This is an optimization exercise on Yosys and OpenROAD, whose aim is small area, a short achievable clock period and few clock cycles, not a production implementation.
Only simulation tests tie the RTL to the original design; equivalence was not proved.

==> flow/design.v <==
module speck_block_cipher_param #(
    parameter int WORD      = 32,
    parameter int KEY_WORDS = 4,
    parameter int ROUNDS    = 27,
    parameter int ALPHA     = 8,
    parameter int BETA      = 3
) (
    input  logic                      clk,
    input  logic                      reset,
    input  logic                      key_load,
    input  logic [WORD*KEY_WORDS-1:0] key,
    output logic                      key_ready,
    input  logic                      start,
    input  logic                      mode,
    input  logic [2*WORD-1:0]         din,
    output logic                      busy,
    output logic                      done,
    output logic [2*WORD-1:0]         dout
);
    localparam int CW = 5;
    localparam logic [CW-1:0] LAST  = CW'(ROUNDS - 1);   
    localparam logic [CW-1:0] LSTEP = CW'(ROUNDS - 2);   
    localparam logic [CW-1:0] DEND  = '1;                
    function automatic logic [WORD-1:0] ror(input logic [WORD-1:0] v, input int s);
        ror = (v >> s) | (v << (WORD - s));
    endfunction
    function automatic logic [WORD-1:0] rol(input logic [WORD-1:0] v, input int s);
        rol = (v << s) | (v >> (WORD - s));
    endfunction
    logic          r_run;      
    logic          r_exp;      
    logic          r_busy;
    logic          r_mode;
    logic [CW-1:0] r_cnt;      
    logic          r_wend;     
    logic          r_key_ready;
    logic          r_done;
    logic [WORD-1:0]   r_x, r_y;
    logic [WORD-1:0]   r_wk, r_w0, r_w1, r_w2;  
    logic [4*WORD-1:0] r_o;
    logic [2*WORD-1:0] r_dout;
    logic w_key_acc, w_start_acc, w_last, w_first, w_swap, w_exp_last, w_step, w_bwd;
    logic [WORD-1:0] w_ex, w_ey, w_dx, w_dy, w_rx, w_ry;
    logic [WORD-1:0] w_fl, w_fk, w_bk, w_bl;
    assign w_key_acc   = !r_busy && key_load;
    assign w_start_acc = !r_busy && start && !key_load && r_key_ready;
    assign w_last     = r_run && (r_cnt == (r_mode ? DEND : LAST));
    assign w_first    = (r_run && (r_cnt == (r_mode ? LSTEP : CW'(0)))) || (r_exp && (r_cnt == CW'(0)));
    assign w_exp_last = r_exp && (r_cnt == LSTEP);
    assign w_swap     = r_wend != mode;
    assign w_step     = r_exp || (r_run && !w_last);
    assign w_bwd      = r_mode && !r_exp;
    assign w_ex = (ror(r_x, ALPHA) + r_y) ^ r_wk;
    assign w_ey = (ror(r_x, ALPHA) + r_y) ^ (r_wk ^ rol(r_y, BETA));
    assign w_dy = ror(r_x ^ r_y, BETA);
    assign w_dx = rol((r_x ^ r_wk) - w_dy, ALPHA);
    assign w_rx = r_mode ? w_dx : w_ex;
    assign w_ry = r_mode ? w_dy : w_ey;
    assign w_fl = (r_wk + ror(r_w0, ALPHA)) ^ WORD'(r_cnt);
    assign w_fk = (r_wk + ror(r_w0, ALPHA)) ^ (rol(r_wk, BETA) ^ WORD'(r_cnt));
    assign w_bk = ror(r_wk ^ r_w2, BETA);
    assign w_bl = rol((r_w2 ^ WORD'(r_cnt)) - w_bk, ALPHA);
    assign busy      = r_busy;
    assign key_ready = r_key_ready;
    assign done      = r_done;
    assign dout      = r_dout;
    always_ff @(posedge clk or posedge reset) begin
        if (reset) begin
            r_run       <= 1'b0;
            r_exp       <= 1'b0;
            r_busy      <= 1'b0;
            r_mode      <= 1'b0;
            r_cnt       <= '0;
            r_wend      <= 1'b0;
            r_key_ready <= 1'b0;
            r_done      <= 1'b0;
            r_dout      <= '0;
        end else begin
            r_done <= w_last;
            if (w_last) r_dout <= {w_rx, w_ry};
            if (w_last) r_run <= 1'b0;
            if (w_step) r_cnt <= w_bwd ? r_cnt - CW'(1) : r_cnt + CW'(1);
            if (w_exp_last) begin
                r_exp       <= 1'b0;
                r_busy      <= 1'b0;
                r_key_ready <= 1'b1;
                r_wend      <= 1'b1;
            end
            if (r_run && !w_last && (r_mode ? (r_cnt == CW'(0)) : (r_cnt == LSTEP)))
                r_busy <= 1'b0;
            if (w_key_acc) begin
                r_exp       <= 1'b1;
                r_busy      <= 1'b1;
                r_key_ready <= 1'b0;
                r_cnt       <= '0;
            end else if (w_start_acc) begin
                r_run  <= 1'b1;
                r_busy <= 1'b1;
                r_mode <= mode;
                r_wend <= !mode;
                r_cnt  <= mode ? LSTEP : CW'(0);
            end
        end
    end
    always_ff @(posedge clk) begin
        if (!r_busy) begin
            r_x <= din[2*WORD-1:WORD];
            r_y <= din[WORD-1:0];
        end else begin
            r_x <= w_rx;
            r_y <= w_ry;
        end
        if (w_key_acc) begin
            {r_w2, r_w1, r_w0, r_wk} <= key;
        end else if (w_start_acc && w_swap) begin
            {r_w2, r_w1, r_w0, r_wk} <= r_o;
        end else if (w_step) begin
            if (w_bwd) begin
                r_wk <= w_bk;
                r_w0 <= w_bl;
                r_w1 <= r_w0;
                r_w2 <= r_w1;
            end else begin
                r_wk <= w_fk;
                r_w0 <= r_w1;
                r_w1 <= r_w2;
                r_w2 <= w_fl;
            end
        end
        if (w_first) r_o <= {r_w2, r_w1, r_w0, r_wk};
    end
endmodule
==> flow/flow/run.sh <==
#!/bin/bash
# The standard layout, with the smallest buffer (buf_1) on every input and
# output port instead of the default clkdlybuf4s50_1.
# make's output goes to standard.log; each ORFS step keeps its own log under
# orfs/logs/.
bash standard.sh "BUFFER_PORTS_ARGS=-buffer_cell sky130_fd_sc_hd__buf_1" finish > standard.log 2>&1
==> flow/standard.sh <==
#!/bin/bash
# synth_recipe.tcl (not shown) runs the flow's synth.tcl, then flattens the netlist and writes it again
# the make line also repeats each setting of config.mk as NAME=value (left out here)
make -C /OpenROAD-flow-scripts/flow DESIGN_CONFIG=/design/flow/config.mk WORK_HOME=/design/flow/orfs CLKGATE_MAP_FILE= SYNTH_SCRIPT=/design/flow/synth_recipe.tcl "${@:-finish}"
==> flow/config.mk <==
export PLATFORM = sky130hd
export DESIGN_NAME = speck_block_cipher_param
export DESIGN_NICKNAME = speck_block_cipher_param
export VERILOG_FILES = /design/flow/design.v
export SDC_FILE = /design/flow/constraint.sdc
export NUM_CORES = 4
export LEC_CHECK = 0
export ABC_CLOCK_PERIOD_IN_PS = 2500
export CAP_MARGIN = 20
export CORE_MARGIN = 2
export CORE_UTILIZATION = 40
export SETUP_SLACK_MARGIN = 3.5
export SLEW_MARGIN = 20
==> flow/constraint.sdc <==
create_clock -name core_clock -period 7.0 [get_ports {clk}]
set_input_delay 1.4000 -clock core_clock [delete_from_list [all_inputs] [get_ports {clk}]]
set_output_delay 1.4000 -clock core_clock [all_outputs]
set_load 0.01 [all_outputs]
==> out/results.tsv <==
metric	value	unit
DRT Wirelength	97190	um
final hold viol count	0	
clock latency (worst-skew pair)	0.61	ns
Final #Nets	3266	
Via Count	22370	
number of synthesized flops with an enable pin	256	
Root Buffer	clkbuf_16	
outcome	no timing/DRC/antenna violations	
hold_buf cts	0	
DRT Pass-1 Iters	6	
dpl cell area	0.02686	mm^2
global-route wire length before repair	140400	um
syn_nets	2991	
ys async rst share	19.19	%
min Tclk post-route	3.670	ns
die height	254.1	um
CP arrival	4.12	ns
DRT iter0 DRCs	1967	
Routed Antenna Nets	0	
ys flop type	edfxtp_1	
startpoint types	flop	
flops & latches, synth	396	
Tot GR Track Use	29.24	%
RSZ-0062 raised after global routing	true	
largest family of logic cells by synthesized area	compound AO/OA/AOI/OAI gates	
worst relative slew slack	26.46	%
TritonCTS buffer count	48	
worst-margin pin slew	1.103	ns
share of cells above drive strength 1	12.74	%
simple logic cell fraction of the synthesized area	12.71	%
Synth Area in Adders	6.239	%
DR WL met3	7133	um
antenna diode count	0	
Final Skew	0.01522	ns
Yosys cell types	82	
clock tree sinks	396	
maxcap violations	0	
worst hold path class	reg2reg	
wire length on met1	39500	um
CP Capture Type	flop	
RePlAce Congestion	0.9791	
setup TNS	0	ns
post-synthesis sequential area ratio	43.43	%
worst-path fanout max	4	
Synth Instances	2677	
hpwl dp	69600	um
mapped cell area	0.02503	mm^2
total gr overflow	0	
mux cell area share after synthesis	2.635	%
maximum number of pins on one net before global-route repair	165	
Finish-stage setup viols	0	
Worst-path clk slew	0.06	ns
CTS tree	built	
drt drc	0	
Die W	254.1	um
core area	0.06183	mm^2
Peak Freq	0.2725	GHz
crit share post-route	52.43	%
Synth Area in XOR/XNOR	11.75	%
Max clock buf depth	3	
DR vias/cell	5.844	
I/O pin cnt	264	
initial antenna violation count	1	
Routed WL per cell	25.39	um
Finished Cell Area	0.02998	mm^2
Warnings, synthesis	1	
Area Overhead vs Synth	19.80	%
I/O Buffers	263	
Syn Area/Cell	9.349	um^2
WP data required	7.45	ns
die area	0.06459	mm^2
DR WL met2	45940	um
row count	91	
CTS H-Tree Depth	2	
Starting Density	40.48	%
Crit Path Category	reg2reg	
Pins Over Slew Limit	0	
DR top layer	met4	
vias in the first global route	21630	
Synth Area in Compound Gates	20.03	%
[stage by stage]
stage	utilization, %	std cells	setup slack [ns]	hold slack, ns
after global routing	48.50	3828	3.256	0.5055
after floorplan	-	2677	2.465	0.4206
after CTS	47.21	3780	3.294	0.4829
final	48.50	3828	3.330	0.4770
after detailed placement	43.45	3651	2.514	0.4689
after global placement	43.45	3651	2.625	0.4624
[final timing paths]
kind | from | end | depth (start not counted) | slack [ns]
worst max-delay path | r_w2[3] | r_w0[24] | 14 | 3.33
worst max register to register | r_w2[3] | r_w0[24] | 14 | 3.33
worst min-delay path | r_dout[13] | r_dout[13] | 2 | 0.48
min in group asynchronous | reset | r_dout[6] | 2 | 0.78
max in group asynchronous | reset | r_dout[56] | 3 | 5.10
worst min register to register | r_dout[13] | r_dout[13] | 2 | 0.48
[metal layers]
layer / vias to the layer above / global-route usage, %
met5: - / 0
met1: 10910 / 38.51
met4: 0 / 13.31
li1: 10210 / -
met2: 1029 / 48.20
met3: 217 / 3.593
[state kept, by name, indices dropped and copies added, names as in the netlist, 5 cells and up]
signal,cells
r_cnt,5
r_dout,64
r_o,128
r_w0,32
r_w1,32
r_w2,32
r_wk,32
r_x,32
r_y,32
[layout by cell type, fill, tap and decap left out, drive strengths merged, types with 33 or more instances in the layout]
cell type	synthesis	final
inv	54	55
a21o	59	59
edfxtp	256	256
xnor2	192	192
nor3	51	51
buf	19	378
nand3	33	33
nor2	192	192
xor2	122	122
clkbuf	137	53
ha	112	112
mux2i	40	40
o21ai	239	239
a31oi	40	40
nand2	326	327
a21oi	302	302
dfxtp	64	64
a211oi	33	33
dfrtp	76	76
[synth_stat cells (5+ instances only)]
cell type / n / area (um^2)
nand2_1: 326 / 1224
a21oi_1: 302 / 1511
edfxtp_1: 256 / 7687
o21ai_0: 236 / 1181
nor2_1: 192 / 720.7
xnor2_1: 191 / 1673
clkbuf_1: 137 / 514.2
xor2_1: 122 / 1069
ha_1: 112 / 1401
dfrtp_1: 76 / 1902
dfxtp_1: 64 / 1281
a21o_1: 59 / 442.9
inv_1: 54 / 202.7
nor3_1: 51 / 255.2
mux2i_1: 40 / 400.4
a31oi_1: 39 / 244.0
nand3_1: 33 / 165.2
a211oi_1: 32 / 240.2
mux2_2: 23 / 259.0
nand2b_1: 23 / 143.9
and3_1: 22 / 137.6
o22ai_1: 19 / 118.9
o211ai_1: 16 / 120.1
a22oi_1: 15 / 112.6
and2_1: 15 / 93.84
or3_1: 15 / 93.84
buf_1: 14 / 52.55
nor2b_1: 13 / 81.33
nand4_1: 12 / 75.07
o311ai_0: 12 / 105.1
o31ai_1: 12 / 90.09
o21a_1: 10 / 75.07
o21bai_1: 10 / 75.07
a221o_1: 8 / 80.08
a31o_2: 6 / 52.55
maj3_1: 6 / 60.06
o221ai_1: 6 / 52.55
fa_1: 5 / 100.1
xnor3_1: 5 / 112.6
[final cells by class]
class / count / area, um^2
clock inverters: 36 / 409.1
well taps: 837 / 1047
inverters: 55 / 221.5
clock buffers: 53 / 1230
flip-flops and latches: 396 / 10890
repair buffers: 378 / 1913
fillers: 5927 / 31840
multi-input cells: 2073 / 14270
[cells by family after synthesis]
kind of cell	Yosys count
AO/OA/AOI/OAI	835
XOR/XNOR	322
adder cells (fa/ha/maj)	123
buffers and inverters	211
flip-flops	396
multiplexers	63
AND/OR/NAND/NOR	727
[worst max-delay path: stages, from the launching register on]
cell and delay, ns:
edfxtp_1 0.46, xor2_2 0.23, ha_2 0.21, inv_2 0.04, fa_2 0.38, a211oi_2 0.23, o21ai_1 0.11, maj3_2 0.34
a22oi_2 0.28, o31ai_4 0.15, maj3_2 0.32, maj3_2 0.32, xor2_2 0.17, nand2_1 0.07, a31oi_1 0.20
[timing repair]
action	4_1_cts	5_1_grt
gates resized for setup	71	98
setup buffers	38	47
pin swaps	32	61
setup endpoints to repair	112	153
cloned	2	1
Testbench counts, summed over its fixed seeds: cycles 7,348.

==> afterwards: timing with drivers on the ports <==
How much do the figures lean on ideal ports? The routed layout below was timed once more, with nothing changed but the port constraints.
Step 1 sets driving cells, clkbuf_16 on the clock port and buf_2 on the other inputs (assumed; they add their load-dependent delay and slew).
Step 2 moves the port delays by t, midway between the first and last clock arrival at a register: inputs arrive t later, outputs are due t later. That takes back most of the time a late clock gives input paths.
Three values: no drivers, after step 1, after step 2; two values: the first two.
shift t [ns]: 0.664
setup slack, ns: 3.330 / 3.330 / 2.921
clock arrival spread, ns: 0.016 / 0.016
slew at the worst register clock pin (ns): 0.07 / 0.07
worst slew at a driven data input, ns: 0.05
After both steps setup and hold are still met in this run. For this run, drivers alone change the setup slack by 0.000 ns; drivers and shift together by -0.409 ns.
